This design comes from an exercise in tuning for small area, a short achievable clock period and few clock cycles per item on the open sky130 flow, not from production work. RTL that was checked went through simulation tests only; none was proved equivalent to the original. The RTL of run 1 was laid out without a check of its function. No activity file was given, so power comes from the tool's default toggle rates.

**flow/run.sh**
```bash
#!/bin/bash
# Standard layout, except that the port buffers are the smallest buffer cell
# instead of the delay buffer buffer_ports picks by default, and that the
# rsp_tready and req_tready pins are placed side by side (io.tcl), as the
# only path from an input port to an output port runs between them.
# Each tool's full output lands in the ORFS logs under orfs/logs; make's own
# output in make.log.
set -euo pipefail
export BUFFER_PORTS_ARGS="-buffer_cell sky130_fd_sc_hd__buf_1"
export IO_CONSTRAINTS="$PWD/flow/io.tcl"
bash standard.sh > make.log 2>&1
```
**flow/io.tcl**
```tcl
# keep the two ready pins next to each other
set_io_pin_constraint -group -order -pin_names {rsp_tready req_tready}
```
**standard.sh**
```bash
#!/bin/bash
# synth_recipe.tcl (not shown) runs the flow's synth.tcl, then flattens the netlist and writes it again
# the make line also repeats each setting of config.mk as NAME=value (left out here)
make -C /OpenROAD-flow-scripts/flow DESIGN_CONFIG=/design/flow/config.mk WORK_HOME=/design/flow/orfs CLKGATE_MAP_FILE= SYNTH_SCRIPT=/design/flow/synth_recipe.tcl "${@:-finish}"
```
**config.mk**
```make
export PLATFORM = sky130hd
export DESIGN_NAME = float_to_rgbe_encode
export DESIGN_NICKNAME = float_to_rgbe_encode
export VERILOG_FILES = /design/flow/design.v
export SDC_FILE = /design/flow/constraint.sdc
export NUM_CORES = 4
export LEC_CHECK = 0
export ABC_AREA = 1
export CAP_MARGIN = 20
export CORE_MARGIN = 2
export CORE_UTILIZATION = 40
export CTS_BUF_LIST = sky130_fd_sc_hd__clkbuf_8
export CTS_CLUSTER_DIAMETER = 100
export CTS_CLUSTER_SIZE = 30
export SETUP_SLACK_MARGIN = 3.4
export SLEW_MARGIN = 20
```
**constraint.sdc**
```tcl
create_clock -name core_clock -period 6.3 [get_ports {clock}]
set_input_delay 1.2600 -clock core_clock [delete_from_list [all_inputs] [get_ports {clock}]]
set_output_delay 1.2600 -clock core_clock [all_outputs]
set_load 0.01 [all_outputs]
```
**design.v**
```verilog
`default_nettype none
package frgbe_pkg;
   localparam logic [62:0] BlackThreshold = 63'h3E112E0BE826D695;
   localparam logic [10:0] OverflowExp = 11'd1150;
   localparam logic [10:0] ExpBase = 11'd894;
   localparam logic [10:0] ExpFloor = 11'd896;
   function automatic logic below_threshold(input logic [62:0] x);
      logic [63:0] lt, gt;
      lt = '0;
      gt = '0;
      for (int i = 0; i < 63; i++) begin
         lt[i] = ~x[i] & BlackThreshold[i];
         gt[i] = x[i] & ~BlackThreshold[i];
      end
      for (int w = 1; w < 64; w = w * 2) begin
         for (int i = 0; i + w < 64; i = i + 2 * w) begin
            lt[i] = lt[i + w] | (~gt[i + w] & lt[i]);
            gt[i] = gt[i + w] | (~lt[i + w] & gt[i]);
         end
      end
      below_threshold = lt[0];
   endfunction
endpackage
`default_nettype wire
`default_nettype none
module frgbe_max
(
   input  wire logic [63:0] in_bits,
   output logic [7:0]       out_exp,
   output logic             out_below,
   output logic             out_inf,
   output logic             out_over
);
   logic ones, frac_nz, valid;
   logic [10:0] off;
   always_comb begin
      ones = &in_bits[62:52];
      frac_nz = |in_bits[51:0];
      valid = !in_bits[63] && !ones;
      off = in_bits[62:52] - frgbe_pkg::ExpBase;
      out_exp = (valid && in_bits[62:52] >= frgbe_pkg::ExpFloor) ? off[7:0] : 8'd0;
      out_inf = !in_bits[63] && ones && !frac_nz;
      out_over = valid && (in_bits[62:52] >= frgbe_pkg::OverflowExp);
      out_below = in_bits[63] || (ones && frac_nz) ||
                  frgbe_pkg::below_threshold(in_bits[62:0]);
   end
endmodule
`default_nettype wire
`default_nettype none
module frgbe_scale
(
   input  wire logic [7:0]  e0, e1, e2,
   input  wire logic [6:0]  f0, f1, f2,
   output logic [7:0]       out_eb,
   output logic [7:0]       out_m0, out_m1, out_m2,
   output logic             out_z0, out_z1, out_z2
);
   logic [8:0] d01, d02, d12;
   logic sel0, sel1, sel2;
   logic [2:0] n01, n02, n12, sh0, sh1, sh2;
   logic z0, z1, z2;
   logic [7:0] m0, m1, m2, eb;
   function automatic logic ge8(input logic [8:0] d);
      ge8 = !d[8] && (d[7:3] != 5'd0);
   endfunction
   function automatic logic le8n(input logic [8:0] d);
      le8n = d[8] && ((d[7:3] != 5'h1F) || (d[2:0] == 3'd0));
   endfunction
   always_comb begin
      d01 = {1'b0, e0} - {1'b0, e1};
      d02 = {1'b0, e0} - {1'b0, e2};
      d12 = {1'b0, e1} - {1'b0, e2};
      n01 = 3'd0 - d01[2:0];
      n02 = 3'd0 - d02[2:0];
      n12 = 3'd0 - d12[2:0];
      sel0 = !d01[8] && !d02[8];
      sel1 = !sel0 && !d12[8];
      sel2 = !sel0 && !sel1;
      z0 = (sel1 && le8n(d01)) || (sel2 && le8n(d02));
      sh0 = sel1 ? n01 : (sel2 ? n02 : 3'd0);
      z1 = (sel0 && ge8(d01)) || (sel2 && le8n(d12));
      sh1 = sel0 ? d01[2:0] : (sel2 ? n12 : 3'd0);
      z2 = (sel0 && ge8(d02)) || (sel1 && ge8(d12));
      sh2 = sel0 ? d02[2:0] : (sel1 ? d12[2:0] : 3'd0);
      m0 = {1'b1, f0} >> sh0;
      m1 = {1'b1, f1} >> sh1;
      m2 = {1'b1, f2} >> sh2;
      eb = sel0 ? e0 : (sel1 ? e1 : e2);
      out_eb = eb;
      out_m0 = m0;
      out_m1 = m1;
      out_m2 = m2;
      out_z0 = z0;
      out_z1 = z1;
      out_z2 = z2;
   end
endmodule
`default_nettype wire
`default_nettype none
module float_to_rgbe_encode
(
   input  wire logic         clock,
   input  wire logic         reset,
   input  wire logic         req_tvalid,
   output logic              req_tready,
   input  wire logic [191:0] req_tdata,   
   output logic              rsp_tvalid,
   input  wire logic         rsp_tready,
   output logic [31:0]       rsp_tdata    
);
   logic adv, v1_ff, idle2_ff;
   logic [7:0] eb_in, m0_in, m1_in, m2_in, eb_ff, m0_ff, m1_ff, m2_ff;
   logic z0_in, z1_in, z2_in, z0_ff, z1_ff, z2_ff, black2_ff, over2_ff;
   logic [7:0] e0, e1, e2, e0_ff, e1_ff, e2_ff;
   logic [6:0] f0_ff, f1_ff, f2_ff;
   logic b0, b1, b2, i0, i1, i2, o0, o1, o2;
   logic black_ff, over_ff;
   frgbe_max u_c0 (.in_bits(req_tdata[63:0]), .out_exp(e0),
                   .out_below(b0), .out_inf(i0), .out_over(o0));
   frgbe_max u_c1 (.in_bits(req_tdata[127:64]), .out_exp(e1),
                   .out_below(b1), .out_inf(i1), .out_over(o1));
   frgbe_max u_c2 (.in_bits(req_tdata[191:128]), .out_exp(e2),
                   .out_below(b2), .out_inf(i2), .out_over(o2));
   frgbe_scale u_scale (.e0(e0_ff), .e1(e1_ff), .e2(e2_ff), .f0(f0_ff), .f1(f1_ff), .f2(f2_ff),
                        .out_eb(eb_in), .out_m0(m0_in), .out_m1(m1_in), .out_m2(m2_in),
                        .out_z0(z0_in), .out_z1(z1_in), .out_z2(z2_in));
   assign adv = idle2_ff || rsp_tready;
   assign req_tready = adv;
   always_ff @(posedge clock) begin
      if (reset) begin
         v1_ff <= 1'b0;
         idle2_ff <= 1'b1;
      end else if (adv) begin
         v1_ff <= req_tvalid;
         idle2_ff <= !v1_ff;
      end
      if (adv) begin
         e0_ff <= e0;
         e1_ff <= e1;
         e2_ff <= e2;
         f0_ff <= req_tdata[51:45];
         f1_ff <= req_tdata[115:109];
         f2_ff <= req_tdata[179:173];
         black_ff <= b0 && b1 && b2;
         over_ff <= i0 || i1 || i2 || o0 || o1 || o2;
         eb_ff <= eb_in;
         m0_ff <= m0_in;
         m1_ff <= m1_in;
         m2_ff <= m2_in;
         z0_ff <= z0_in;
         z1_ff <= z1_in;
         z2_ff <= z2_in;
         black2_ff <= black_ff;
         over2_ff <= over_ff;
      end
   end
   assign rsp_tvalid = !idle2_ff;
   always_comb begin
      if (black2_ff) rsp_tdata = '0;
      else if (over2_ff) rsp_tdata = '1;
      else rsp_tdata = {eb_ff, z2_ff ? 8'd0 : m2_ff, z1_ff ? 8'd0 : m1_ff, z0_ff ? 8'd0 : m0_ff};
   end
endmodule
`default_nettype wire
```
==> results of run 1 <==
## through the flow
stage | util [%] | power (W) | instances | setup WS (ns)
finish | 49.2 | 0.00226 | 1545 | 3.31
global route | 49.2 | 0.00246 | 1545 | 3.30
CTS | 48.7 | 0.00225 | 1540 | 3.25
detailed placement | 47.2 | 0.00186 | 1517 | 2.61
global placement | 47.2 | 0.00185 | 1517 | 2.60
floorplan | - | 0.00160 | 1067 | 2.66
## synth_stat cells (8+ instances only)
cell type / number
nand2_1: 273
nor2_1: 174
inv_1: 136
nand3_1: 112
edfxtp_1: 84
a21oi_1: 67
ha_1: 35
nor3_1: 25
o21ai_0: 14
nand2_2: 12
nand3b_1: 12
xnor2_1: 11
nand3_2: 9
nand4_1: 9
a31oi_1: 8
o221ai_1: 8
or2_2: 8
xor2_1: 8
## worst paths after layout
path                            cells after the start          to  slack, ns
worst max-delay path                                4  req_tready       3.31
worst min-delay path                                0    over2_ff       0.44
worst max register to register                     16    m0_ff[1]       3.59
worst min register to register                      0    over2_ff       0.44
## kinds of logic after synthesis
kind of cell               Yosys count  synth area share [%]
and+or+nand+nor                    653                  39.0
buffers and inverters              155                  8.31
AOI/OAI and AO/OA                  116                  9.45
DFF                                 86                  34.4
adders and majority gates           38                  6.68
xor gates and xnor gates            19                  2.23
## sequential cells by signal (all words and copies together) (netlist names), 8 cells and up
register	count
e2_ff	8
e1_ff	8
m1_ff	8
m2_ff	8
eb_ff	8
m0_ff	8
e0_ff	8
## area by class of cell
| type | instances | area, µm² | share of cell area [%] |
|---|---|---|---|
| timing repair inverter | 2 | 12.5 | 0.140 |
| timing repair buffer | 240 | 1010 | 11.3 |
| sequential | 86 | 2560 | 28.7 |
| inverter | 146 | 568 | 6.36 |
| clock inverter | 7 | 66.3 | 0.743 |
| tap | 229 | 287 | 3.21 |
| clock buffer | 9 | 124 | 1.39 |
| multi-input combinational | 826 | 4300 | 48.1 |
## report_power, final
part           total [W]  switching, W  internal, W
Sequential      0.000840     0.0000439     0.000796
Combinational    0.00104      0.000663     0.000379
Clock           0.000381      0.000201     0.000180
Total            0.00226      0.000908      0.00136
## worst max-delay path, cell delays in order
cell and delay [ns]:
buf_6 0.10, nor2_4 0.14, clkinvlp_4 0.11, buf_6 0.12
## routing by layer
layer	GRT usage (%)	part of all wire, %	up-vias
li1	-	-	4014
met1	26.9	46	3313
met2	35.2	49	203
met3	2.94	4.7	12
met4	4.00	0.73	0
met5	0	0	-
## what timing repair did
item	in CTS	in global routing
gates resized for setup	2	9
pin swaps	0	2
gates cloned	2	0
setup endpoints to repair	33	21
buffers inserted	5	5
==> reports/metrics.yaml, run 1 <==
slew_violations: 0
first_pass_iters: 6
synth-seq-area-share_pct: 34.4
final_hold_viol_count: 0
postRouteAntennaNets: 0
ys_types: 46
tightestPinTransition_ns: 0.796
ys.flop_type: "edfxtp_1"
syn_inst: 1067
synth_edf_count: 84
grt.overflow.total: 0
p_per_area_mw_per_mm2: 254
grt_max_degree: 51
async_reset_ff_share_pct: 0
place_area_mm2: 0.00856
die_y_um: 141
n_fill_cell: 1950
leakagePower_nw: 3.95
rr_startpoint: "e1_ff[0]"
grt_pass1_wl_mm: 32.4
dieArea_mm2: 0.0198
ir_drop_mv: 0.104
track_usage_pct: 20.2
rsz0062_at_grt: "true"
crit_path_start_kind: "input port"
hold_class: "reg2reg"
syn_area_per_cell_um2: 6.99
rows: 49
cts_tree: "done"
crit_start: "rsp_tready"
clk_pin_slew_ns: 0.08
drt_iter0_drc: 411
timing.max_cap.violations: 0
synth_top_area_share_pct: 33.8
totalWireLength_mm: 20.0
synth_nets: 1301
crit_path_end_kind: "output port"
final_cell_mix: "273 x nand2_1, 227 x buf_1, 173 x nor2_1"
worstPathMaxFanout: 4
die_x_um: 141
start_util_pct: 41.1
core_area_mm2: 0.0181
clock_sinks: 86
final.period_utilization_pct: 47.5
cp.arrival_ns: 1.73
hpwl_mm: 16.3
drc: 0
yosysWarnings: 3
insertedDiodeCount: 0
finalSetupTns_ns: 0
area_growth_pct: 19.7
yosysTopAreaCell: "edfxtp_1"
cts.path.max_buffers: 2
synth-seq-cells: 86
worstPathRequired_ns: 5.04
place.gp.congestion: 0.921
worst-setup-path-type: "in2out"
grt_pass1_vias: 6856
holdCritStartpoint: "over_ff"
drive_gt1_share_pct: 6.53
wire_per_inst_um: 12.9
timing.hold.ws_ns: 0.442
worstSkewPairLatency_ns: 0.37
portBuffers: 229
ios: 230
fmax_mhz: 334
finClkSkew_ns: 0.00897
vias: 7542
fin_crit_ns: 2.99
status: "no timing/DRC/antenna violations"
layout.cells.most_common: "nand2_1"
cts_buffers: 9
cts_max_level: 3
synth_area_leaders: "edfxtp_1 34%, nand2_1 14%, nor2_1 8.8%"
root_buffer: "clkbuf_8"
hold_buffers: 0
nets: 1545
syn_area_mm2: 0.00746
antenna_found_initial: 0
final_area_mm2: 0.00893
maxSlewHeadroom_pct: 46.6
vias_per_cell: 4.88
setup-violations-final: 0
==> inputs of run 2 (changes only) <==
--- a/design.v
+++ b/design.v
@@ -109,5 +109,5 @@
    output logic [31:0]       rsp_tdata    
 );
-   logic adv, v1_ff, idle2_ff;
+   logic adv, v1_ff, v2_ff;
    logic [7:0] eb_in, m0_in, m1_in, m2_in, eb_ff, m0_ff, m1_ff, m2_ff;
    logic z0_in, z1_in, z2_in, z0_ff, z1_ff, z2_ff, black2_ff, over2_ff;
@@ -125,13 +125,13 @@
                         .out_eb(eb_in), .out_m0(m0_in), .out_m1(m1_in), .out_m2(m2_in),
                         .out_z0(z0_in), .out_z1(z1_in), .out_z2(z2_in));
-   assign adv = idle2_ff || rsp_tready;
-   assign req_tready = adv;
+   assign adv = rsp_tready;
+   assign req_tready = rsp_tready;
    always_ff @(posedge clock) begin
       if (reset) begin
          v1_ff <= 1'b0;
-         idle2_ff <= 1'b1;
+         v2_ff <= 1'b0;
       end else if (adv) begin
          v1_ff <= req_tvalid;
-         idle2_ff <= !v1_ff;
+         v2_ff <= v1_ff;
       end
       if (adv) begin
@@ -155,5 +155,5 @@
       end
    end
-   assign rsp_tvalid = !idle2_ff;
+   assign rsp_tvalid = v2_ff;
    always_comb begin
       if (black2_ff) rsp_tdata = '0;
--- a/config.mk
+++ b/config.mk
@@ -9,8 +9,8 @@
 export CAP_MARGIN = 20
 export CORE_MARGIN = 2
-export CORE_UTILIZATION = 40
+export CORE_UTILIZATION = 50
 export CTS_BUF_LIST = sky130_fd_sc_hd__clkbuf_8
 export CTS_CLUSTER_DIAMETER = 100
 export CTS_CLUSTER_SIZE = 30
-export SETUP_SLACK_MARGIN = 3.4
+export SETUP_SLACK_MARGIN = 3.5
 export SLEW_MARGIN = 20
==> run 2 against run 1 <==
Effect of this change: fmax increased by 8.3%; setup slack improved by 0.23 ns; final area decreased by 0.62%.
==> reports/metrics.yaml, run 2 <==
yosysWarnings: 3  # unchanged
start_util_pct: 51.4  # +10 points
final.period_utilization_pct: 43.9  # -3.6 points
maxSlewHeadroom_pct: 30.8  # -16 points
place_area_mm2: 0.00849  # -0.80%
critPathSlowestCell: "buf_1"
drc: 0  # unchanged
async_reset_ff_share_pct: 0  # unchanged
ios: 230  # unchanged
p_per_area_mw_per_mm2: 226  # -11%
core_area_mm2: 0.0145  # -20%
hpwl_mm: 16.5  # +1.6%
cts_max_level: 3  # unchanged
grt_pass1_vias: 7101  # +3.6%
crit_path_start_kind: "input port"
syn_area_mm2: 0.00746  # about the same
portBuffers: 229  # unchanged
synth-seq-area-share_pct: 34.3  # about the same
layout.cells.most_common: "nand2_1"
rr_startpoint: "e0_ff[5]"
syn_inst: 1064  # -0.28%
multi_input_area_mm2: 0.00429  # about the same
die_x_um: 126  # -10%
rows: 44  # -10%
crit_path_end_kind: "output port"
root_buffer: "clkbuf_8"
worstPathMaxFanout: 2  # -2
synth_area_leaders: "edfxtp_1 34%, nand2_1 13%, nor2_1 8.5%"
final_area_mm2: 0.00887  # -0.62%
antenna_found_initial: 0  # unchanged
ys_types: 44  # -4.3%
leakagePower_nw: 3.94  # -0.33%
first_pass_iters: 5  # -1
tightestPinTransition_ns: 1.04  # +0.242 ns
ir_drop_mv: 0.103  # -1.6%
hold_class: "reg2reg"
cts_buffers: 9  # unchanged
timing.max_cap.violations: 0  # unchanged
dieArea_mm2: 0.0159  # -19%
timing.hold.ws_ns: 0.467  # +0.0241 ns
vias: 7522  # -0.27%
synth_edf_count: 84  # unchanged
cp_cell_sequence: "clkbuf_4 -> buf_1"
track_usage_pct: 25.3  # +5.1 points
area_growth_pct: 18.9
grt.overflow.total: 0  # unchanged
seq_area_mm2: 0.00256  # unchanged
finClkSkew_ns: 0.0140  # +0.00500 ns
totalWireLength_mm: 19.8  # -0.78%
fmax_mhz: 362  # +8.3%
ys.flop_type: "edfxtp_1"
yosysTopAreaCell: "edfxtp_1"
final_cell_mix: "253 x nand2_1, 228 x buf_1, 170 x nor2_1"
synth-seq-cells: 86  # unchanged
rsz0062_at_grt: "false"
vias_per_cell: 5.01  # +2.6%
yosysMostFrequentCell: "nand2_1"
drt_iter0_drc: 413  # +0.49%
place.gp.congestion: 0.948  # +2.9%
critPathMaxStageDelay_ns: 0.14  # about the same
synth_nets: 1298  # -0.23%
crit_start: "rsp_tready"
syn_area_per_cell_um2: 7.01  # +0.37%
postRouteAntennaNets: 0  # unchanged
synth_top_area_share_pct: 33.8  # about the same
grt_max_degree: 88  # +73%
worstPathRequired_ns: 5.04  # about the same
final_hold_viol_count: 0  # unchanged
cp.arrival_ns: 1.51  # -0.22 ns
cp.buffers_inverters: 2  # -1
dp_worst_setup_slack_ns: 3.50  # +0.894 ns
grt_pass1_wl_mm: 32.9  # +1.7%
critPathTopFamily: "buffers and inverters"
clock_sinks: 86  # unchanged
worstSkewPairLatency_ns: 0.37  # about the same
worst-setup-path-type: "in2out"
n_fill_cell: 1458  # -25%
cts.path.max_buffers: 2  # unchanged
die_y_um: 126  # -10%
status: "no timing/DRC/antenna violations"
slew_violations: 0  # unchanged
insertedDiodeCount: 0  # unchanged
synth_common_cells: "255 x nand2_1, 170 x nor2_1, 145 x inv_1, 115 x nand3_1, 84 x edfxtp_1"
setup-violations-final: 0  # unchanged
finalWorstSetupSlack_ns: 3.53  # +0.229 ns
fin_crit_ns: 2.77  # -0.229 ns
clk_pin_slew_ns: 0.09  # about the same
nets: 1547  # +0.13%
drive_gt1_share_pct: 7.36  # +0.82 points
wire_per_inst_um: 13.2  # +2.1%
finalSetupTns_ns: 0  # unchanged
cts_tree: "done"
holdCritStartpoint: "v1_ff"
==> run 2: changes by cell type after synthesis, sizes merged, moves of 2 or more <==
cell / delta
o21ai: +6
nand2: -17
nand3: +6
nand4: +2
nand3b: -2
inv: +9
nor2: -5
or2: +2
a31oi: -3
==> run 2: stage by stage <==
step	instances	utilization (%)	power [W]
5_1_grt	1502	61.0	0.00217
3_5_place_dp	1467	58.4	0.00163
6_report	1502	61.0	0.00201
3_3_place_gp	1467	58.4	0.00162
2_1_floorplan	1064	-	0.00140
4_1_cts	1488	59.8	0.00197
==> run 2: what timing repair did <==
item,4_1_cts,5_1_grt
hold buffers,0,0
pin swaps,0,5
endpoints found under the setup margin,32,24
cloned,1,1
setup buffers,4,13
gates resized for setup,2,13
==> run 2: power by group <==
group,internal [W],switching (W)
Sequential,0.000753,0.0000378
Combinational,0.000334,0.000551
Clock,0.000140,0.000194
==> run 2: cell families (layout without fill, tap and decap cells) <==
logic type / count (synthesis) / after routing / synth area share [%]
adder cells (fa/ha/maj): 38 / 38 / 6.67
AO/OA/AOI/OAI: 118 / 118 / 9.39
XOR/XNOR: 18 / 18 / 2.11
buffers and inverters: 166 / 419 / 8.90
flip-flops: 86 / 86 / 34.3
AND/OR/NAND/NOR: 638 / 639 / 38.6
==> run 2: path summary, 6_finish.rpt <==
kind	slack (ns)	end	cells after the start
worst max-delay path	3.53	req_tready	2
worst min-delay path	0.47	v2_ff	2
worst max register to register	3.62	m0_ff[2]	12
worst min register to register	0.47	v2_ff	2
==> run 2: routing by layer <==
| layer | GRT usage, % | routed length (µm) | share of wire [%] |
|---|---|---|---|
| met1 | 32.8 | 8850 | 45 |
| met2 | 43.4 | 9370 | 47 |
| met3 | 4.04 | 1100 | 5.5 |
| met4 | 8.02 | 514 | 2.6 |
| met5 | 0 | 0 | 0 |
==> run 2: area by class of cell <==
cell class              instances  share of cell area (%)
clock buffers                   9                    1.40
clock inverters                 7                   0.465
inverters                     155                    6.80
multi-input cells             813                    48.4
flip-flops and latches         86                    28.9
well taps                     184                    2.59
repair buffers                247                    11.4
repair inverters                1                  0.0846
Testbench counts of run 2, summed over its fixed seeds: cycles 9,616, items 9,600.
==> inputs of run 3 (changes only) <==
--- a/config.mk
+++ b/config.mk
@@ -9,5 +9,5 @@
 export CAP_MARGIN = 20
 export CORE_MARGIN = 2
-export CORE_UTILIZATION = 50
+export CORE_UTILIZATION = 40
 export CTS_BUF_LIST = sky130_fd_sc_hd__clkbuf_8
 export CTS_CLUSTER_DIAMETER = 100
==> run 3 against run 2 <==
Effect of this change: register-to-register slack improved by 0.04 ns; still clean; die area is 24% higher; total power is 5.4% higher; final cell count up 2.9%; largest power group unchanged.
==> reports/metrics.yaml, run 3 <==
vias: 7640  # +1.6%
postRouteAntennaNets: 0  # unchanged
cts_max_level: 3  # unchanged
final.period_utilization_pct: 44.0  # +0.067 points
p_per_area_mw_per_mm2: 235  # +3.6%
syn_area_mm2: 0.00746  # unchanged
maxSlewHeadroom_pct: 30.0  # -0.83 points
drive_gt1_share_pct: 7.60  # +0.24 points
first_pass_iters: 5  # unchanged
cts_buffers: 9  # unchanged
setup-violations-final: 0  # unchanged
cts.path.max_buffers: 2  # unchanged
wl_met1_mm: 9.46  # +6.9%
nets: 1545  # -0.13%
ys_types: 44  # unchanged
cp.depth: 2  # unchanged
yosysWarnings: 3  # unchanged
status: "no timing/DRC/antenna violations"
drt_iter0_drc: 469  # +14%
hold_buffers: 0  # unchanged
insertedDiodeCount: 0  # unchanged
critPathTopFamily: "buffers and inverters"
critPathSlowestCell: "buf_1"
timing.max_cap.violations: 0  # unchanged
final_area_mm2: 0.00902  # +1.7%
track_usage_pct: 21.1  # -4.2 points
hpwl_mm: 17.5  # +5.7%
ys.flop_type: "edfxtp_1"
finClkSkew_ns: 0.00924  # -0.00473 ns
rows: 49  # +11%
syn_inst: 1064  # unchanged
area_growth_pct: 20.9
die_y_um: 141  # +11%
clock_sinks: 86  # unchanged
n_fill_cell: 1914  # +31%
async_reset_ff_share_pct: 0  # unchanged
layout.cells.most_common: "nand2_1"
worstSkewPairLatency_ns: 0.36  # about the same
grt.overflow.total: 0  # unchanged
portBuffers: 229  # unchanged
grt_pass1_wl_mm: 33.6  # +2.0%
worstPathMaxFanout: 2  # unchanged
grt_pass1_vias: 7142  # +0.58%
worstPathRequired_ns: 5.04  # about the same
wire_per_inst_um: 13.6  # +3.3%
finalSetupTns_ns: 0  # unchanged
place.gp.congestion: 0.924  # -2.5%
ios: 230  # unchanged
synth_area_leaders: "edfxtp_1 34%, nand2_1 13%, nor2_1 8.5%"
dieArea_mm2: 0.0198  # +24%
clk_pin_slew_ns: 0.08  # about the same
fin_crit_ns: 2.77  # +0.00419 ns
die_x_um: 141  # +11%
crit_path_start_kind: "input port"
crit_path_end_kind: "output port"
total_power_w: 0.00212  # +5.4%
synth-seq-area-share_pct: 34.3  # unchanged
tightestPinTransition_ns: 1.05  # +0.0124 ns
start_util_pct: 41.1  # -10 points
worst-setup-path-type: "in2out"
synth_top_area_share_pct: 33.8  # unchanged
antenna_found_initial: 0  # unchanged
slew_violations: 0  # unchanged
hold_depth: 2  # unchanged
synth_nets: 1298  # unchanged
cp_cell_sequence: "clkbuf_4 -> buf_1"
root_buffer: "clkbuf_8"
dr_wl_met2_mm: 10.1  # +7.5%
syn_area_per_cell_um2: 7.01  # unchanged
rsz0062_at_grt: "true"
cts_tree: "done"
fmax_mhz: 361  # -0.15%
cp.buffers_inverters: 2  # unchanged
vias_per_cell: 4.94  # -1.3%
final_hold_viol_count: 0  # unchanged
totalWireLength_mm: 21.1  # +6.2%
grt_max_degree: 88  # unchanged
critPathMaxStageDelay_ns: 0.15  # about the same
met3_length_mm: 1.19  # +8.3%
synth-seq-cells: 86  # unchanged
ir_drop_mv: 0.0887  # -14%
top_layer_used: "met4"
final_cell_mix: "252 x nand2_1, 228 x buf_1, 170 x nor2_1"
leakagePower_nw: 3.97  # +0.91%
cp.arrival_ns: 1.51  # about the same
core_area_mm2: 0.0181  # +25%
yosysMostFrequentCell: "nand2_1"
yosysTopAreaCell: "edfxtp_1"
r2r_cells: 14  # +2
synth_common_cells: "255 x nand2_1, 170 x nor2_1, 145 x inv_1, 115 x nand3_1, 84 x edfxtp_1"
drc: 0  # unchanged
place_area_mm2: 0.00855  # +0.66%
hold_class: "reg2reg"
synth_edf_count: 84  # unchanged
run 3: cell counts after synthesis:
Identical to the previous run, type by type.
run 3: cell families after synthesis:
group | share of synthesized area [%]
flops | 34.3
simple gates | 38.6
fa+ha+maj | 6.67
xor+xnor | 2.11
compound gates | 9.39
buf+inv | 8.90
run 3: final timing paths:
check | start | endpoint | slack, ns
max | rsp_tready | req_tready | 3.53
max reg2reg | e1_ff[0] | m0_ff[3] | 3.66
min | v1_ff | v1_ff | 0.47
min reg2reg | v1_ff | v1_ff | 0.47
run 3: final cells by class:
class / count / area, µm² / area share [%]
clock buffers: 9 / 124 / 1.37
multi-input cells: 812 / 4300 / 47.6
inverters: 155 / 606 / 6.71
repair inverters: 1 / 7.51 / 0.0832
well taps: 229 / 287 / 3.18
flip-flops and latches: 86 / 2560 / 28.4
repair buffers: 246 / 1040 / 11.6
clock inverters: 7 / 95.1 / 1.05
run 3: routing by layer:
metal / vias to the layer above / GRT usage (%)
met1: 3376 / 27.5
met4: 0 / 6.42
li1: 4009 / -
met2: 228 / 35.9
met5: - / 0
met3: 27 / 3.77
run 3: what timing repair did:
item,CTS,global route
buffers inserted,5,11
resized for setup,3,17
endpoints found under the setup margin,33,26
pin swaps,0,4
cloned,1,0
run 3: metrics by stage:
stage / instances / hold slack, ns / worst slack (ns) / utilization, %
after floorplan: 1064 / 0.400 / 3.66 / -
after global placement: 1512 / 0.450 / 3.45 / 47.1
after detailed placement: 1512 / 0.454 / 3.46 / 47.1
after CTS: 1534 / 0.472 / 3.52 / 48.7
after global routing: 1545 / 0.480 / 3.47 / 49.7
final: 1545 / 0.474 / 3.53 / 49.7
run 3: power breakdown:
group	total (W)	internal (W)	switching, W
logic	0.000901	0.000339	0.000562
registers	0.000789	0.000753	0.0000360
clock network	0.000428	0.000225	0.000203
run 3: worst reg2reg max path, cell delays in order (launching register included):
cell and delay, ns:
edfxtp_1 0.43, inv_1 0.10, ha_1 0.19, inv_1 0.08, fa_1 0.40, nand3_1 0.11, nand3_2 0.11, nand2_2 0.13
nand2_8 0.11, inv_8 0.13, nand2_8 0.10, o22ai_4 0.26, inv_2 0.09, nand3_1 0.10, nand2_1 0.05
==> inputs of run 4 (changes only) <==
--- a/design.v
+++ b/design.v
@@ -52,7 +52,7 @@
    input  wire logic [7:0]  e0, e1, e2,
    input  wire logic [6:0]  f0, f1, f2,
-   output logic [7:0]       out_eb,
-   output logic [7:0]       out_m0, out_m1, out_m2,
-   output logic             out_z0, out_z1, out_z2
+   input  wire logic        black,
+   input  wire logic        over,
+   output logic [31:0]      out_word
 );
    logic [8:0] d01, d02, d12;
@@ -87,11 +87,7 @@
       m2 = {1'b1, f2} >> sh2;
       eb = sel0 ? e0 : (sel1 ? e1 : e2);
-      out_eb = eb;
-      out_m0 = m0;
-      out_m1 = m1;
-      out_m2 = m2;
-      out_z0 = z0;
-      out_z1 = z1;
-      out_z2 = z2;
+      if (black) out_word = '0;
+      else if (over) out_word = '1;
+      else out_word = {eb, z2 ? 8'd0 : m2, z1 ? 8'd0 : m1, z0 ? 8'd0 : m0};
    end
 endmodule
@@ -110,6 +106,5 @@
 );
    logic adv, v1_ff, v2_ff;
-   logic [7:0] eb_in, m0_in, m1_in, m2_in, eb_ff, m0_ff, m1_ff, m2_ff;
-   logic z0_in, z1_in, z2_in, z0_ff, z1_ff, z2_ff, black2_ff, over2_ff;
+   logic [31:0] w_ff, w_in;
    logic [7:0] e0, e1, e2, e0_ff, e1_ff, e2_ff;
    logic [6:0] f0_ff, f1_ff, f2_ff;
@@ -123,6 +118,5 @@
                    .out_below(b2), .out_inf(i2), .out_over(o2));
    frgbe_scale u_scale (.e0(e0_ff), .e1(e1_ff), .e2(e2_ff), .f0(f0_ff), .f1(f1_ff), .f2(f2_ff),
-                        .out_eb(eb_in), .out_m0(m0_in), .out_m1(m1_in), .out_m2(m2_in),
-                        .out_z0(z0_in), .out_z1(z1_in), .out_z2(z2_in));
+                        .black(black_ff), .over(over_ff), .out_word(w_in));
    assign adv = rsp_tready;
    assign req_tready = rsp_tready;
@@ -144,21 +138,9 @@
          black_ff <= b0 && b1 && b2;
          over_ff <= i0 || i1 || i2 || o0 || o1 || o2;
-         eb_ff <= eb_in;
-         m0_ff <= m0_in;
-         m1_ff <= m1_in;
-         m2_ff <= m2_in;
-         z0_ff <= z0_in;
-         z1_ff <= z1_in;
-         z2_ff <= z2_in;
-         black2_ff <= black_ff;
-         over2_ff <= over_ff;
+         w_ff <= w_in;
       end
    end
    assign rsp_tvalid = v2_ff;
-   always_comb begin
-      if (black2_ff) rsp_tdata = '0;
-      else if (over2_ff) rsp_tdata = '1;
-      else rsp_tdata = {eb_ff, z2_ff ? 8'd0 : m2_ff, z1_ff ? 8'd0 : m1_ff, z0_ff ? 8'd0 : m0_ff};
-   end
+   assign rsp_tdata = w_ff;
 endmodule
 `default_nettype wire
==> run 4 against run 3 <==
Effect of this change: clock-buffer cell count is the same; final area is essentially flat; via count grew 1.3%; global-route usage grew 2.0 points; fmax grew 0.63%; clock skew grew 0.0099 ns; sequential power shrank 13%; critical path depth is the same; first-iteration DRC count grew 0.43%; register-to-register slack lost 0.07 ns; synthesized area shrank 3.2%; critical path type unchanged.
==> reports/metrics.yaml, run 4 <==
status: "no timing/DRC/antenna violations"
track_usage_pct: 23.1  # +2.0 points
crit_path_start_kind: "input port"
finalSetupTns_ns: 0  # unchanged
grt_max_degree: 42  # -52%
dieArea_mm2: 0.0192  # -3.1%
r2r_end: "w_ff[8]"
slew_violations: 0  # unchanged
antenna_found_initial: 1  # +1
maxSlewHeadroom_pct: 28.1  # -1.9 points
multi_input_area_mm2: 0.00438  # +1.8%
drt_iter0_drc: 471  # +0.43%
finClkSkew_ns: 0.0192  # +0.00992 ns
drive_gt1_share_pct: 11.8  # +4.2 points
ys_types: 51  # +16%
clock_sinks: 81  # -5.8%
rr_startpoint: "e0_ff[6]"
ios: 230  # unchanged
final_hold_viol_count: 0  # unchanged
r2r_slack_ns: 3.59  # -0.07 ns
cp_cell_sequence: "clkbuf_16 -> buf_6"
root_buffer: "clkbuf_8"
crit_start: "rsp_tready"
timing.hold.ws_ns: 0.465  # -0.00833 ns
n_fill_cell: 1827  # -4.5%
vias: 7739  # +1.3%
critPathSlowestCell: "clkbuf_16"
rows: 49  # unchanged
critPathTopFamily: "buffers and inverters"
r2r_cells: 15  # +1
critPathMaxStageDelay_ns: 0.12  # -0.03 ns
worst-setup-path-type: "in2out"
timing.max_cap.violations: 0  # unchanged
largest_reg_flops: 32
synth_area_leaders: "edfxtp_1 33%, nand2_1 13%, nand3_1 8.9%"
postRouteAntennaNets: 0  # unchanged
grt_pass1_vias: 7174  # +0.45%
die_x_um: 138  # -1.5%
rsz0062_at_grt: "true"
ir_drop_mv: 0.126  # +42%
fmax_mhz: 363  # +0.63%
place.gp.congestion: 0.922  # -0.25%
final_cell_mix: "241 x nand2_1, 227 x buf_1, 155 x inv_1"
synth_nets: 1267  # -2.4%
seq_area_mm2: 0.00241  # -5.9%
cp.buffers_inverters: 2  # unchanged
leakagePower_nw: 4.02  # +1.1%
hold_class: "reg2reg"
layout.cells.most_common: "nand2_1"
setup-violations-final: 0  # unchanged
ys.flop_type: "edfxtp_1"
cts_max_level: 3  # unchanged
syn_area_per_cell_um2: 7.00  # -0.25%
yosysWarnings: 3  # unchanged
die_y_um: 138  # -1.5%
grt.overflow.total: 0  # unchanged
cts_tree: "done"
area_growth_pct: 25.0
worstPathRequired_ns: 5.04  # about the same
core_area_mm2: 0.0178  # -1.7%
crit_path_end_kind: "output port"
holdCritStartpoint: "v1_ff"
portBuffers: 229  # unchanged
wire_per_inst_um: 15.0  # +10%
p_per_area_mw_per_mm2: 225  # -4.2%
start_util_pct: 40.5  # -0.61 points
worstPathMaxFanout: 4  # +2
hold_depth: 2  # unchanged
vias_per_cell: 5.08  # +2.8%
syn_area_mm2: 0.00723  # -3.2%
syn_inst: 1033  # -2.9%
first_pass_iters: 8  # +3
clk_pin_slew_ns: 0.09  # about the same
cts.path.max_buffers: 2  # unchanged
grt_pass1_wl_mm: 35.4  # +5.5%
synth_edf_count: 79  # -6.0%
worstSkewPairLatency_ns: 0.38  # +0.02 ns
fin_crit_ns: 2.75  # -0.0173 ns
yosysMostFrequentCell: "nand2_1"
drc: 0  # unchanged
synth_top_area_share_pct: 32.8  # -0.98 points
tightestPinTransition_ns: 1.08  # +0.0273 ns
async_reset_ff_share_pct: 0  # unchanged
synth_common_cells: "245 x nand2_1, 165 x inv_1, 128 x nand3_1, 108 x nor2_1, 79 x edfxtp_1"
nets: 1522  # -1.5%
final.period_utilization_pct: 43.7  # -0.27 points
cp.arrival_ns: 1.49  # -0.02 ns
totalWireLength_mm: 22.9  # +8.5%
hpwl_mm: 18.4  # +5.0%
top_register: "w_ff"
synth-seq-area-share_pct: 33.4  # -0.96 points
synth-seq-cells: 81  # -5.8%
worstHoldEndpoint: "v2_ff"
cts_buffers: 9  # unchanged
yosysTopAreaCell: "edfxtp_1"
cp.depth: 2  # unchanged
[run 4: timing repair]
action	in CTS	in global routing
hold buffers	0	0
pin swaps	5	31
buffers inserted	10	7
gates cloned	3	3
setup endpoints to repair	25	26
gates resized for setup	7	70
[run 4: worst max-delay path by stage]
stage / end
2_1_floorplan: req_tready
3_3_place_gp: req_tready
3_5_place_dp: req_tready
4_1_cts: w_ff[12]
5_1_grt: w_ff[19]
6_report: req_tready
[run 4: routing by layer]
layer	global-route usage (%)	vias up	share of wire [%]
li1	-	3987	-
met1	29.5	3463	42
met2	39.7	259	49
met3	4.43	30	6.8
met4	6.98	0	2.2
met5	0	-	0
[run 4: layout make-up]
cell class | count | share of cell area, %
Timing Repair Buffer | 250 | 12.3
Inverter | 173 | 7.37
Antenna cell | 1 | 0.0277
Sequential cell | 81 | 26.7
Clock buffer | 9 | 1.37
Tap cell | 229 | 3.17
Multi-Input combinational cell | 773 | 48.5
Clock inverter | 7 | 0.610
[run 4: kinds of logic after synthesis]
logic type	Yosys count	share of synthesized area, %
fa+ha+maj	38	6.89
buf+inv	182	9.90
xor+xnor	4	0.485
flops	81	33.4
compound gates	126	10.6
simple gates	602	38.7
[run 4: metrics by stage]
stage | power [W] | utilization (%) | instances | instance area, µm² | setup slack [ns]
finish | 0.00203 | 50.6 | 1523 | 9030 | 3.55
CTS | 0.00194 | 48.7 | 1512 | 8690 | 3.50
detailed placement | 0.00154 | 46.7 | 1483 | 8320 | 2.67
floorplan | 0.00130 | - | 1033 | 7230 | 3.66
global placement | 0.00153 | 46.7 | 1483 | 8320 | 2.69
global route | 0.00219 | 50.6 | 1523 | 9030 | 3.45
[run 4: worst register-to-register path, delay by kind of cell (launching register included)]
family	cells	cell delay [ns]
adders and majority gates	1	0.39
AOI/OAI and AO/OA	3	0.39
DFF	1	0.51
buffers and inverters	3	0.30
and+or+nand+nor	8	0.84
[run 4: report_power, final]
part	total, W	switching (W)	internal [W]
clock network	0.000356	0.000209	0.000147
registers	0.000686	0.0000257	0.000660
logic	0.000989	0.000625	0.000364
Testbench counts of run 4, summed over its fixed seeds: cycles 9,616, items 9,600.
==> inputs of run 5 (changes only) <==
--- a/config.mk
+++ b/config.mk
@@ -9,5 +9,5 @@
 export CAP_MARGIN = 20
 export CORE_MARGIN = 2
-export CORE_UTILIZATION = 40
+export CORE_UTILIZATION = 60
 export CTS_BUF_LIST = sky130_fd_sc_hd__clkbuf_8
 export CTS_CLUSTER_DIAMETER = 100
==> run 5 against run 4 <==
Effect of this change: still clean on timing, DRC and antenna; clock skew down 0.0046 ns; via count increased by 1.9%; combinational power shrank 3.8%; global-route usage grew 7.8 points; first-iteration DRC count is 7.0% higher; clock power is 18% higher; critical endpoint is now w_ff[10]; largest power group unchanged; highest routed layer unchanged.
==> reports/metrics.yaml, run 5 <==
status: "no timing/DRC/antenna violations"
rsz0062_at_grt: "true"
async_reset_ff_share_pct: 0  # unchanged
clk_pin_slew_ns: 0.09  # about the same
critPathSlowestCell: "fa_2"
worst-setup-path-type: "reg2reg"
postRouteAntennaNets: 0  # unchanged
insertedDiodeCount: 0  # -1
nets: 1520  # -0.13%
place.gp.congestion: 0.931  # +1.0%
final.period_utilization_pct: 44.4  # +0.72 points
antenna_found_initial: 0  # -1
synth_top_area_share_pct: 32.8  # unchanged
ios: 230  # unchanged
r2r_end: "w_ff[10]"
r2r_cells: 15  # unchanged
yosysMostFrequentCell: "nand2_1"
syn_area_per_cell_um2: 7.00  # unchanged
cp_cell_sequence: "inv_1 -> ha_2 -> inv_2 -> fa_2 -> inv_2 -> ha_4 -> ha_4 -> nand3b_1 -> nor2_1 -> nand3_1 -> nand2_2 -> nand2_2 -> inv_4 -> nand3_2 -> a21oi_2"
cts_tree: "done"
cp.buffers_inverters: 4  # +2
maxSlewHeadroom_pct: 30.1  # +2.0 points
first_pass_iters: 5  # -3
ir_drop_mv: 0.130  # +3.1%
hpwl_mm: 15.9  # -14%
cp.arrival_ns: 3.01  # +1.52 ns
syn_inst: 1033  # unchanged
dieArea_mm2: 0.0129  # -32%
drt_iter0_drc: 504  # +7.0%
worstSkewPairLatency_ns: 0.38  # about the same
drc: 0  # unchanged
ys.flop_type: "edfxtp_1"
track_usage_pct: 30.9  # +7.8 points
dp_worst_setup_slack_ns: 2.72  # +0.0421 ns
slew_violations: 0  # unchanged
syn_area_mm2: 0.00723  # unchanged
rr_startpoint: "e1_ff[0]"
critPathMaxStageDelay_ns: 0.57  # +0.45 ns
worstHoldEndpoint: "v2_ff"
synth_common_cells: "245 x nand2_1, 165 x inv_1, 128 x nand3_1, 108 x nor2_1, 79 x edfxtp_1"
critPathTopFamily: "adder cells"
timing.max_cap.violations: 0  # unchanged
crit_path_start_kind: "flop"
largest_reg_flops: 32  # unchanged
area_growth_pct: 22.6
finalWorstSetupSlack_ns: 3.50  # -0.0456 ns
synth-seq-cells: 81  # unchanged
grt_pass1_vias: 7123  # -0.71%
fmax_mhz: 357  # -1.6%
cts.path.max_buffers: 2  # unchanged
ys_types: 51  # unchanged
vias_per_cell: 5.49  # +8.0%
layout.cells.most_common: "nand2_1"
start_util_pct: 60.9  # +20 points
r2r_slack_ns: 3.50  # -0.09 ns
die_y_um: 114  # -18%
leakagePower_nw: 4.01  # -0.16%
tightestPinTransition_ns: 1.05  # -0.0295 ns
hold_buffers: 0  # unchanged
crit_path_end_kind: "flop"
fin_crit_ns: 2.80  # +0.0456 ns
utilization_pct: 74.7  # +24 points
rows: 40  # -18%
final_cell_mix: "239 x nand2_1, 227 x buf_1, 157 x inv_1"
core_area_mm2: 0.0119  # -34%
worstPathRequired_ns: 6.52  # +1.48 ns
drive_gt1_share_pct: 10.8  # -0.91 points
setup-violations-final: 0  # unchanged
clock_sinks: 81  # unchanged
finClkSkew_ns: 0.0146  # -0.00459 ns
synth-seq-area-share_pct: 33.4  # unchanged
synth_nets: 1267  # unchanged
final_hold_viol_count: 0  # unchanged
finalSetupTns_ns: 0  # unchanged
synth_area_leaders: "edfxtp_1 33%, nand2_1 13%, nand3_1 8.9%"
cts_max_level: 3  # unchanged
hold_depth: 2  # unchanged
hold_class: "reg2reg"
synth_edf_count: 79  # unchanged
p_per_area_mw_per_mm2: 233  # +3.7%
cts_buffers: 9  # unchanged
grt_max_degree: 42  # unchanged
root_buffer: "clkbuf_8"
die_x_um: 114  # -18%
vias: 7889  # +1.9%
grt.overflow.total: 0  # unchanged
totalWireLength_mm: 20.4  # -11%
top_register: "w_ff"
yosysWarnings: 3  # unchanged
worstPathMaxFanout: 4  # unchanged
holdCritStartpoint: "v1_ff"
wire_per_inst_um: 14.2  # -5.7%
grt_pass1_wl_mm: 31.8  # -10%
portBuffers: 229  # unchanged
yosysTopAreaCell: "edfxtp_1"
## run 5: cell counts after synthesis
Identical to the previous run, type by type.
## run 5: layout make-up
class / count / area, µm²
clock buffer: 9 / 124
clock inverter: 7 / 93.8
fill: 990 / 3000
inverter: 173 / 667
multi-input combinational: 772 / 4320
sequential: 81 / 2410
tap: 147 / 184
timing repair buffer: 249 / 1060
## run 5: logic make-up after synthesis
logic type / count (synthesis) / synth area share, %
fa+ha+maj: 38 / 6.89
compound gates: 126 / 10.6
flops: 81 / 33.4
xor+xnor: 4 / 0.485
simple gates: 602 / 38.7
buf+inv: 182 / 9.90
## run 5: stage by stage
step	cell area, µm²	hold slack (ns)	total power (W)	std cells
after floorplan	7230	0.430	0.00130	1033
after global placement	8210	0.444	0.00151	1400
after detailed placement	8210	0.458	0.00153	1400
after CTS	8560	0.470	0.00196	1426
after global routing	8860	0.490	0.00221	1438
final	8860	0.470	0.00207	1438
## run 5: tightest hold or removal path, stage by stage (launching register included)
cell and delay, ns:
dfxtp_1 0.32, nand2_1 0.06, a21oi_1 0.05
## run 5: per-layer routing
metal  part of all wire [%]  GRT usage (%)
met5                      0              0
met4                    4.0           10.7
met3                    7.3           5.53
met2                     48           54.8
met1                     40           38.1
## run 5: how the worst max path moves through the flow
stage                     startpoint         end  slack (ns)  depth (start not counted)
after floorplan           rsp_tready  req_tready        3.66                          1
after global placement    rsp_tready  req_tready        2.75                          2
after detailed placement  rsp_tready  req_tready        2.72                          2
after CTS                 rsp_tready  req_tready        3.45                          2
after global routing        e1_ff[0]    w_ff[10]        3.36                         15
final                       e1_ff[0]    w_ff[10]        3.50                         15
## run 5: repair_timing
item / 4_1_cts / 5_1_grt
gates resized for setup: 6 / 60
endpoints found under the setup margin: 25 / 25
cloned: 3 / 2
setup buffers: 7 / 10
pin swaps: 3 / 19
## run 5: where the power goes
group	leakage, nW	internal [W]	total (W)	switching [W]
Combinational	3.10	0.000347	0.000951	0.000604
Sequential	0.797	0.000661	0.000695	0.0000346
Clock	0.111	0.000223	0.000421	0.000198
==> inputs of run 6 (changes only) <==
--- a/config.mk
+++ b/config.mk
@@ -9,5 +9,5 @@
 export CAP_MARGIN = 20
 export CORE_MARGIN = 2
-export CORE_UTILIZATION = 60
+export CORE_UTILIZATION = 45
 export CTS_BUF_LIST = sky130_fd_sc_hd__clkbuf_8
 export CTS_CLUSTER_DIAMETER = 100
==> run 6 against run 5 <==
Effect of this change: still clean; register-to-register slack better by 0.07 ns; synthesized cell count unchanged; via count down 3.0%; routed wire length up 7.2%; clock-buffer cell count unchanged; clock skew is essentially flat; combinational power fell by 1%; synthesized area stayed put; first-iteration DRC count shrank 6.0%; setup slack gained 0.049 ns; worst hold slack gained 0.0010 ns; largest cell class unchanged; largest power group unchanged.
==> reports/metrics.yaml, run 6 <==
leakagePower_nw: 3.97  # -1.1%
syn_area_per_cell_um2: 7.00  # unchanged
finalWorstSetupSlack_ns: 3.55  # +0.0489 ns
fin_cells: 1505  # +4.7%
worst-setup-path-type: "in2out"
vias_per_cell: 5.08  # -7.3%
totalWireLength_mm: 21.8  # +7.2%
cp.buffers_inverters: 2  # -2
largest_reg_flops: 32  # unchanged
ir_drop_mv: 0.103  # -20%
critPathMaxStageDelay_ns: 0.12  # -0.45 ns
ys_types: 51  # unchanged
cts_max_level: 3  # unchanged
async_reset_ff_share_pct: 0  # unchanged
cts.path.max_buffers: 2  # unchanged
rows: 46  # +15%
fin_crit_ns: 2.75  # -0.0489 ns
ys.flop_type: "edfxtp_1"
synth_area_leaders: "edfxtp_1 33%, nand2_1 13%, nand3_1 8.9%"
area_growth_pct: 22.7  # about the same
crit_path_start_kind: "input port"
tightestPinTransition_ns: 1.02  # -0.0241 ns
grt_pass1_wl_mm: 33.8  # +6.0%
dp_worst_setup_slack_ns: 2.68  # -0.0376 ns
r2r_slack_ns: 3.57  # +0.07 ns
synth_edf_count: 79  # unchanged
worstPathRequired_ns: 5.04  # -1.48 ns
postRouteAntennaNets: 0  # unchanged
synth-seq-area-share_pct: 33.4  # unchanged
setup-violations-final: 0  # unchanged
rr_startpoint: "e1_ff[0]"
grt_pass1_vias: 7011  # -1.6%
hold_class: "reg2reg"
final.period_utilization_pct: 43.6  # -0.78 points
wire_per_inst_um: 14.5  # +2.4%
syn_area_mm2: 0.00723  # unchanged
synth_nets: 1267  # unchanged
top_register: "w_ff"
die_x_um: 131  # +15%
first_pass_iters: 4  # -1
ios: 230  # unchanged
rsz0062_at_grt: "true"
final_cell_mix: "241 x nand2_1, 227 x buf_1, 161 x inv_1"
finalSetupTns_ns: 0  # unchanged
syn_inst: 1033  # unchanged
drive_gt1_share_pct: 9.78  # -1.1 points
synth-seq-cells: 81  # unchanged
synth_top_area_share_pct: 32.8  # unchanged
yosysMostFrequentCell: "nand2_1"
vias: 7652  # -3.0%
clk_pin_slew_ns: 0.08  # about the same
nets: 1517  # -0.20%
antenna_found_initial: 1  # +1
dpl.cell_count: 1469  # +4.9%
grt_max_degree: 42  # unchanged
worstSkewPairLatency_ns: 0.37  # about the same
timing.max_cap.violations: 0  # unchanged
grt.overflow.total: 0  # unchanged
fmax_mhz: 364  # +1.8%
dieArea_mm2: 0.0171  # +32%
worstPathMaxFanout: 4  # unchanged
yosysTopAreaCell: "edfxtp_1"
core_area_mm2: 0.0158  # +33%
portBuffers: 229  # unchanged
track_usage_pct: 25.3  # -5.6 points
root_buffer: "clkbuf_8"
place.gp.congestion: 0.903  # -3.1%
timing.hold.ws_ns: 0.471  # +0.00102 ns
drt_iter0_drc: 474  # -6.0%
status: "no timing/DRC/antenna violations"
holdCritStartpoint: "v2_ff"
crit_start: "rsp_tready"
final_hold_viol_count: 0  # unchanged
maxSlewHeadroom_pct: 31.7  # +1.6 points
cts_tree: "done"
synth_common_cells: "245 x nand2_1, 165 x inv_1, 128 x nand3_1, 108 x nor2_1, 79 x edfxtp_1"
layout.cells.most_common: "nand2_1"
slew_violations: 0  # unchanged
critPathTopFamily: "buffers and inverters"
yosysWarnings: 3  # unchanged
critPathSlowestCell: "clkbuf_16"
hpwl_mm: 17.5  # +10%
p_per_area_mw_per_mm2: 222  # -4.9%
clock_sinks: 81  # unchanged
die_y_um: 131  # +15%
finClkSkew_ns: 0.0145  # -0.0000531 ns
cts_buffers: 9  # unchanged
start_util_pct: 45.8  # -15 points
drc: 0  # unchanged
cp_cell_sequence: "clkbuf_16 -> buf_6"
crit_path_end_kind: "output port"
cp.arrival_ns: 1.49  # -1.52 ns
==> run 6: cell counts after synthesis <==
No cell type changed its count.
==> run 6: cell type report <==
| cell class | instances | area (µm²) |
|---|---|---|
| Inverter | 173 | 667 |
| Tap cell | 216 | 270 |
| Sequential cell | 81 | 2410 |
| Antenna cell | 1 | 2.50 |
| Clock buffer | 9 | 124 |
| Timing Repair Buffer | 246 | 1060 |
| Clock inverter | 7 | 40.0 |
| Multi-Input combinational cell | 772 | 4300 |
| Fill cell | 1643 | 6900 |
==> run 6: logic make-up after synthesis <==
| kind of cell | share of synthesized area [%] |
|---|---|
| AND/OR/NAND/NOR | 38.7 |
| flip-flops | 33.4 |
| adder cells (fa/ha/maj) | 6.89 |
| XOR/XNOR | 0.485 |
| AO/OA/AOI/OAI | 10.6 |
| buffers and inverters | 9.90 |
==> run 6: through the flow <==
| step | utilization, % | total power (W) | instance area [µm²] |
|---|---|---|---|
| final | 56.2 | 0.00197 | 8870 |
| after global routing | 56.2 | 0.00213 | 8870 |
| after CTS | 54.3 | 0.00189 | 8570 |
| after detailed placement | 52.6 | 0.00154 | 8300 |
| after global placement | 52.6 | 0.00153 | 8300 |
| after floorplan | - | 0.00130 | 7230 |
==> run 6: metal layers <==
layer	part of all wire, %	vias up	GRT usage (%)
met5	0	-	0
met4	2.1	0	7.07
met3	6.0	34	3.95
met2	48	257	43.3
met1	44	3391	33.4
li1	-	3970	-
==> run 6: power breakdown <==
part	switching [W]	internal [W]
Clock	0.000194	0.000139
Sequential	0.0000316	0.000660
Combinational	0.000597	0.000344
==> run 6: path summary, 6_finish.rpt <==
kind	end	cells after the start
min reg2reg	v2_ff	2
min	v2_ff	2
max reg2reg	w_ff[8]	15
max	req_tready	2
==> run 6: what timing repair did <==
| item | CTS | global route |
|---|---|---|
| endpoints found under the setup margin | 25 | 29 |
| resized for setup | 5 | 56 |
| pin swaps | 3 | 14 |
| gates cloned | 2 | 3 |
| hold buffers | 0 | 0 |
| buffers inserted | 4 | 10 |
==> inputs of run 7 (changes only) <==
--- a/config.mk
+++ b/config.mk
@@ -9,5 +9,5 @@
 export CAP_MARGIN = 20
 export CORE_MARGIN = 2
-export CORE_UTILIZATION = 45
+export CORE_UTILIZATION = 50
 export CTS_BUF_LIST = sky130_fd_sc_hd__clkbuf_8
 export CTS_CLUSTER_DIAMETER = 100
==> run 7 against run 6 <==
Effect of this change: first-iteration DRC count increased by 36%; still clean on timing, DRC and antenna; core utilization up 6.1 points; via count rose by 3.2%; non-clock buffer count up 1; clock skew rose by 0.00095 ns; synthesized area stayed put; highest routed layer unchanged; critical endpoint unchanged; routed wire length grew 1.7%; sequential power about the same; die area fell by 9.7%.
==> reports/metrics.yaml, run 7 <==
track_usage_pct: 27.6  # +2.3 points
antenna_found_initial: 1  # unchanged
yosysTopAreaCell: "edfxtp_1"
start_util_pct: 51.7  # +5.8 points
ir_drop_mv: 0.133  # +29%
maxSlewHeadroom_pct: 32.7  # +1.0 points
use_met1_pct: 37.6  # +4.2 points
hold_class: "reg2reg"
synth_nets: 1267  # unchanged
vias_per_cell: 5.37  # +5.7%
grt_pass1_vias: 6988  # -0.33%
grt.overflow.total: 0  # unchanged
die_y_um: 124  # -5.0%
synth-seq-cells: 81  # unchanged
cp.buffers_inverters: 2  # unchanged
final_area_mm2: 0.00872  # -1.7%
vias: 7894  # +3.2%
top_register: "w_ff"
ys.flop_type: "edfxtp_1"
crit_start: "rsp_tready"
setup-violations-final: 0  # unchanged
async_reset_ff_share_pct: 0  # unchanged
worst-setup-path-type: "in2out"
tightestPinTransition_ns: 1.01  # -0.0139 ns
worstPathRequired_ns: 5.04  # about the same
crit_path_end_kind: "output port"
final_hold_viol_count: 0  # unchanged
syn_area_mm2: 0.00723  # unchanged
root_buffer: "clkbuf_8"
yosysMostFrequentCell: "nand2_1"
critPathMaxStageDelay_ns: 0.14  # +0.02 ns
grt_pass1_wl_mm: 34.7  # +2.7%
critPathTopFamily: "buffers and inverters"
holdCritStartpoint: "v1_ff"
rr_startpoint: "e2_ff[0]"
clk_pin_slew_ns: 0.09  # about the same
p_int_w: 0.00118  # +3.0%
finClkSkew_ns: 0.0155  # +0.000951 ns
busiest_layer: "met2"
rows: 43  # -6.5%
drive_gt1_share_pct: 8.70  # -1.1 points
combPwrFrac_pct: 45.9  # -1.9 points
slew_violations: 0  # unchanged
utilization_pct: 62.3  # +6.1 points
portBuffers: 229  # unchanged
final_cell_mix: "243 x nand2_1, 228 x buf_1, 161 x inv_1"
core_area_mm2: 0.0140  # -11%
p_sw_share_pct: 41.5  # -0.34 points
dieArea_mm2: 0.0154  # -9.7%
totalWireLength_mm: 22.2  # +1.7%
p_per_area_mw_per_mm2: 231  # +4.2%
drc: 0  # unchanged
wire_per_inst_um: 15.1  # +4.2%
area_growth_pct: 20.6
fmax_mhz: 362  # -0.50%
fin_crit_ns: 2.76  # +0.0137 ns
status: "no timing/DRC/antenna violations"
clock_sinks: 81  # unchanged
synth_area_leaders: "edfxtp_1 33%, nand2_1 13%, nand3_1 8.9%"
worstPathMaxFanout: 2  # -2
cts_buffers: 9  # unchanged
ys_types: 51  # unchanged
clock_power_share_pct: 19.7  # +2.7 points
synth_edf_count: 79  # unchanged
critPathSlowestCell: "buf_1"
hpwl_mm: 18.3  # +4.7%
leakagePower_nw: 3.96  # -0.30%
worstSkewPairLatency_ns: 0.37  # about the same
layout.cells.most_common: "nand2_1"
cts.path.max_buffers: 2  # unchanged
rsz0062_at_grt: "true"
n_fill_cell: 1346  # -18%
final.period_utilization_pct: 43.9  # +0.22 points
grt_util_met3_pct: 3.06  # -0.89 points
p_sw_w: 0.000836  # +1.6%
met2_usage_pct: 46.6  # +3.3 points
timing.max_cap.violations: 0  # unchanged
die_x_um: 124  # -5.0%
hold_buffers: 0  # unchanged
largest_reg_flops: 32  # unchanged
cp_cell_sequence: "clkbuf_4 -> buf_1"
seq_power_share_pct: 34.4  # -0.8 points
place_area_mm2: 0.00826  # -0.45%
yosysWarnings: 3  # unchanged
syn_inst: 1033  # unchanged
cts_max_level: 3  # unchanged
synth_top_area_share_pct: 32.8  # unchanged
place.gp.congestion: 0.977  # +8.3%
cts_tree: "done"
crit_path_start_kind: "input port"
grt_max_degree: 83  # +98%
finalSetupTns_ns: 0  # unchanged
synth-seq-area-share_pct: 33.4  # unchanged
ios: 230  # unchanged
cp.arrival_ns: 1.50  # about the same
synth_common_cells: "245 x nand2_1, 165 x inv_1, 128 x nand3_1, 108 x nor2_1, 79 x edfxtp_1"
nets: 1517  # unchanged
postRouteAntennaNets: 0  # unchanged
first_pass_iters: 5  # +1
syn_area_per_cell_um2: 7.00  # unchanged
drt_iter0_drc: 644  # +36%
==> run 7: cell counts after synthesis <==
Identical to the previous run, type by type.
==> run 7: timing repair <==
| item | 4_1_cts | 5_1_grt |
|---|---|---|
| cloned | 0 | 1 |
| endpoints found under the setup margin | 17 | 24 |
| pin swaps | 1 | 8 |
| buffers inserted | 1 | 16 |
| gates resized for setup | 2 | 27 |
==> run 7: final cells by class <==
| cell class | instances | area (µm²) | area share [%] |
|---|---|---|---|
| Clock inverter | 7 | 78.8 | 0.904 |
| Inverter | 173 | 658 | 7.55 |
| Multi-Input combinational cell | 771 | 4210 | 48.2 |
| Tap cell | 180 | 225 | 2.58 |
| Sequential cell | 81 | 2410 | 27.7 |
| Antenna cell | 1 | 2.50 | 0.0287 |
| Clock buffer | 9 | 124 | 1.42 |
| Timing Repair Buffer | 247 | 1010 | 11.6 |
==> run 7: per-layer routing <==
layer	routed length (µm)	share of wire [%]	vias up
met3	1640	7.4	42
met5	0	0	-
met4	620	2.8	0
met1	9520	43	3513
li1	-	-	3973
met2	10400	47	366
==> run 7: power by group through the flow <==
stage / clock network [W] / logic (W) / registers, W
2_1_floorplan: 0 / 0.000598 / 0.000705
4_1_cts: 0.000400 / 0.000853 / 0.000692
6_report: 0.000397 / 0.000923 / 0.000692
3_5_place_dp: 0 / 0.000840 / 0.000704
5_1_grt: 0.000426 / 0.00104 / 0.000698
3_3_place_gp: 0 / 0.000830 / 0.000704
==> run 7: path summary, 6_finish.rpt <==
path	endpoint	slack, ns	cells past startpoint
hold / removal	v2_ff	0.46	2
hold reg to reg	v2_ff	0.46	2
setup / recovery	req_tready	3.54	2
setup reg to reg	w_ff[4]	3.60	17
==> run 7: stage by stage <==
step | hold slack [ns] | std cells | total power [W] | setup slack [ns]
2_1_floorplan | 0.430 | 1033 | 0.00130 | 3.66
3_3_place_gp | 0.445 | 1434 | 0.00153 | 3.39
3_5_place_dp | 0.448 | 1434 | 0.00154 | 3.44
4_1_cts | 0.461 | 1451 | 0.00194 | 3.49
5_1_grt | 0.510 | 1469 | 0.00216 | 3.46
6_report | 0.462 | 1469 | 0.00201 | 3.54
==> run 7: logic make-up after synthesis <==
group	Yosys count	synth area share, %
compound gates	126	10.6
xor+xnor	4	0.485
fa+ha+maj	38	6.89
buf+inv	182	9.90
flops	81	33.4
simple gates	602	38.7
==> inputs of run 8 (changes only) <==
--- a/config.mk
+++ b/config.mk
@@ -9,5 +9,5 @@
 export CAP_MARGIN = 20
 export CORE_MARGIN = 2
-export CORE_UTILIZATION = 50
+export CORE_UTILIZATION = 55
 export CTS_BUF_LIST = sky130_fd_sc_hd__clkbuf_8
 export CTS_CLUSTER_DIAMETER = 100
==> run 8 against run 7 <==
Effect of this change: still clean on timing, DRC and antenna; sequential power shrank 0.9%; core utilization rose by 5.6 points; fmax hardly changed; critical path type unchanged; critical endpoint unchanged; largest power group unchanged.
==> reports/metrics.yaml, run 8 <==
p_sw_share_pct: 41.8  # +0.33 points
fin_crit_ns: 2.76  # +0.00102 ns
place.gp.congestion: 1.01  # +3.7%
wire_per_inst_um: 14.4  # -4.3%
final_cell_mix: "242 x nand2_1, 228 x buf_1, 162 x inv_1"
hpwl_mm: 17.3  # -5.4%
cp.arrival_ns: 1.50  # about the same
leakagePower_nw: 3.92  # -0.96%
worst-setup-path-type: "in2out"
combPwrFrac_pct: 47.4  # +1.5 points
yosysTopAreaCell: "edfxtp_1"
ys_types: 51  # unchanged
maxSlewHeadroom_pct: 32.7  # +0.059 points
syn_area_per_cell_um2: 7.00  # unchanged
cts_buffers: 9  # unchanged
grt.overflow.total: 0  # unchanged
synth-seq-cells: 81  # unchanged
syn_area_mm2: 0.00723  # unchanged
clk_pin_slew_ns: 0.08  # about the same
rsz0062_at_grt: "false"
finalWorstSetupSlack_ns: 3.54  # -0.00102 ns
crit_path_end_kind: "output port"
insertedDiodeCount: 0  # -1
drt_iter0_drc: 577  # -10%
final.period_utilization_pct: 43.9  # about the same
syn_inst: 1033  # unchanged
tightestPinTransition_ns: 1.01  # -0.000877 ns
core_area_mm2: 0.0127  # -9.1%
synth_top_area_share_pct: 32.8  # unchanged
dp_worst_setup_slack_ns: 3.43  # -0.00620 ns
final_hold_viol_count: 0  # unchanged
setup-violations-final: 0  # unchanged
ys.flop_type: "edfxtp_1"
hold_class: "reg2reg"
finClkSkew_ns: 0.0114  # -0.00410 ns
vias: 7750  # -1.8%
area_growth_pct: 19.6
yosysMostFrequentCell: "nand2_1"
synth_common_cells: "245 x nand2_1, 165 x inv_1, 128 x nand3_1, 108 x nor2_1, 79 x edfxtp_1"
crit_path_start_kind: "input port"
synth_area_leaders: "edfxtp_1 33%, nand2_1 13%, nand3_1 8.9%"
p_per_area_mw_per_mm2: 223  # -3.3%
slew_violations: 0  # unchanged
layout.cells.most_common: "nand2_1"
dpl.cell_count: 1427  # -0.49%
hold_buffers: 0  # unchanged
nets: 1511  # -0.40%
postRouteAntennaNets: 0  # unchanged
top_register: "w_ff"
grt_max_degree: 83  # unchanged
portBuffers: 229  # unchanged
first_pass_iters: 5  # unchanged
cp_cell_sequence: "clkbuf_4 -> buf_1"
vias_per_cell: 5.33  # -0.81%
antenna_found_initial: 0  # -1
finalSetupTns_ns: 0  # unchanged
grt_pass1_wl_mm: 33.3  # -4.1%
clock_sinks: 81  # unchanged
start_util_pct: 56.8  # +5.1 points
critPathSlowestCell: "buf_1"
ir_drop_mv: 0.105  # -21%
async_reset_ff_share_pct: 0  # unchanged
critPathTopFamily: "buffers and inverters"
die_y_um: 119  # -4.5%
totalWireLength_mm: 21.0  # -5.3%
synth-seq-area-share_pct: 33.4  # unchanged
timing.max_cap.violations: 0  # unchanged
p_int_w: 0.00112  # -4.7%
worstPathRequired_ns: 5.04  # about the same
cp.buffers_inverters: 2  # unchanged
n_fill_cell: 1156  # -14%
status: "no timing/DRC/antenna violations"
dieArea_mm2: 0.0141  # -8.8%
yosysWarnings: 3  # unchanged
cts_tree: "done"
grt_pass1_vias: 7015  # +0.39%
root_buffer: "clkbuf_8"
clock_power_share_pct: 17.0  # -2.7 points
p_sw_w: 0.000807  # -3.4%
track_usage_pct: 29.6  # +1.9 points
die_x_um: 119  # -4.5%
cts.path.max_buffers: 2  # unchanged
cts_max_level: 3  # unchanged
critPathMaxStageDelay_ns: 0.14  # about the same
fin_cells: 1454  # -1.0%
worstPathMaxFanout: 2  # unchanged
ios: 230  # unchanged
seq_power_share_pct: 35.6  # +1.2 points
fmax_mhz: 362  # about the same
largest_reg_flops: 32  # unchanged
synth_nets: 1267  # unchanged
synth_edf_count: 79  # unchanged
drive_gt1_share_pct: 8.11  # -0.58 points
rows: 41  # -4.7%
utilization_pct: 67.9  # +5.6 points
drc: 0  # unchanged
worstSkewPairLatency_ns: 0.36  # about the same
-- run 8: cell counts after synthesis --
No cell type changed its count.
-- run 8: path summary, 6_finish.rpt --
check	startpoint	to	slack (ns)	cells past startpoint
setup / recovery	rsp_tready	req_tready	3.54	2
hold / removal	v1_ff	v2_ff	0.47	2
setup reg to reg	e1_ff[0]	w_ff[3]	3.64	18
hold reg to reg	v1_ff	v2_ff	0.47	2
-- run 8: cell type report --
class | count | area [µm²] | share of cell area [%]
Clock buffer | 9 | 124 | 1.43
Clock inverter | 7 | 36.3 | 0.420
Inverter | 173 | 664 | 7.69
Multi-Input combinational cell | 771 | 4210 | 48.7
Sequential cell | 81 | 2410 | 27.9
Tap cell | 172 | 215 | 2.49
Timing Repair Buffer | 241 | 978 | 11.3
-- run 8: metrics by stage --
stage	total power, W	hold slack, ns	area, µm²
final	0.00193	0.472	8640
after global routing	0.00208	0.479	8640
after CTS	0.00188	0.467	8460
after detailed placement	0.00154	0.458	8260
after global placement	0.00153	0.445	8260
after floorplan	0.00130	0.430	7230
-- run 8: cells by family (layout without fill, tap and decap cells) --
kind of cell,Yosys count,count (layout),share of synthesized area [%]
simple gates,602,603,38.7
flops,81,81,33.4
compound gates,126,126,10.6
fa+ha+maj,38,38,6.89
buf+inv,182,430,9.90
xor+xnor,4,4,0.485
-- run 8: what timing repair did --
| action | CTS | global route |
|---|---|---|
| resized for setup | 1 | 31 |
| setup endpoints to repair | 14 | 28 |
| setup buffers | 3 | 7 |
| gates cloned | 0 | 1 |
| pin swaps | 2 | 10 |
-- run 8: worst reg2reg max path, delay by kind of cell, from the launching register on --
| kind | cells | cell delay [ns] |
|---|---|---|
| AO/OA/AOI/OAI | 1 | 0.06 |
| adder cells (fa/ha/maj) | 2 | 0.38 |
| buffers and inverters | 5 | 0.58 |
| flip-flops | 1 | 0.41 |
| AND/OR/NAND/NOR | 10 | 0.98 |
-- run 8: power groups by stage --
| stage | Clock [W] | Sequential, W | Combinational, W |
|---|---|---|---|
| final | 0.000328 | 0.000686 | 0.000915 |
| after global routing | 0.000352 | 0.000691 | 0.00103 |
| after CTS | 0.000334 | 0.000687 | 0.000856 |
| after detailed placement | 0 | 0.000699 | 0.000839 |
| after global placement | 0 | 0.000698 | 0.000831 |
| after floorplan | 0 | 0.000705 | 0.000598 |
-- run 8: per-layer routing --
metal	GRT usage [%]	routed length (µm)
met1	39.5	9070
met4	11.3	583
met5	0	0
met3	5.02	1550
met2	47.9	9800

Re-timed with assumed drivers on the ports (clkbuf_16 on the clock, buf_2 on other inputs), run 8 has 3.512 ns of setup slack against 3.536 ns with ideal ports, and 3.437 ns once port delays also move by the mid clock arrival of 0.388 ns.
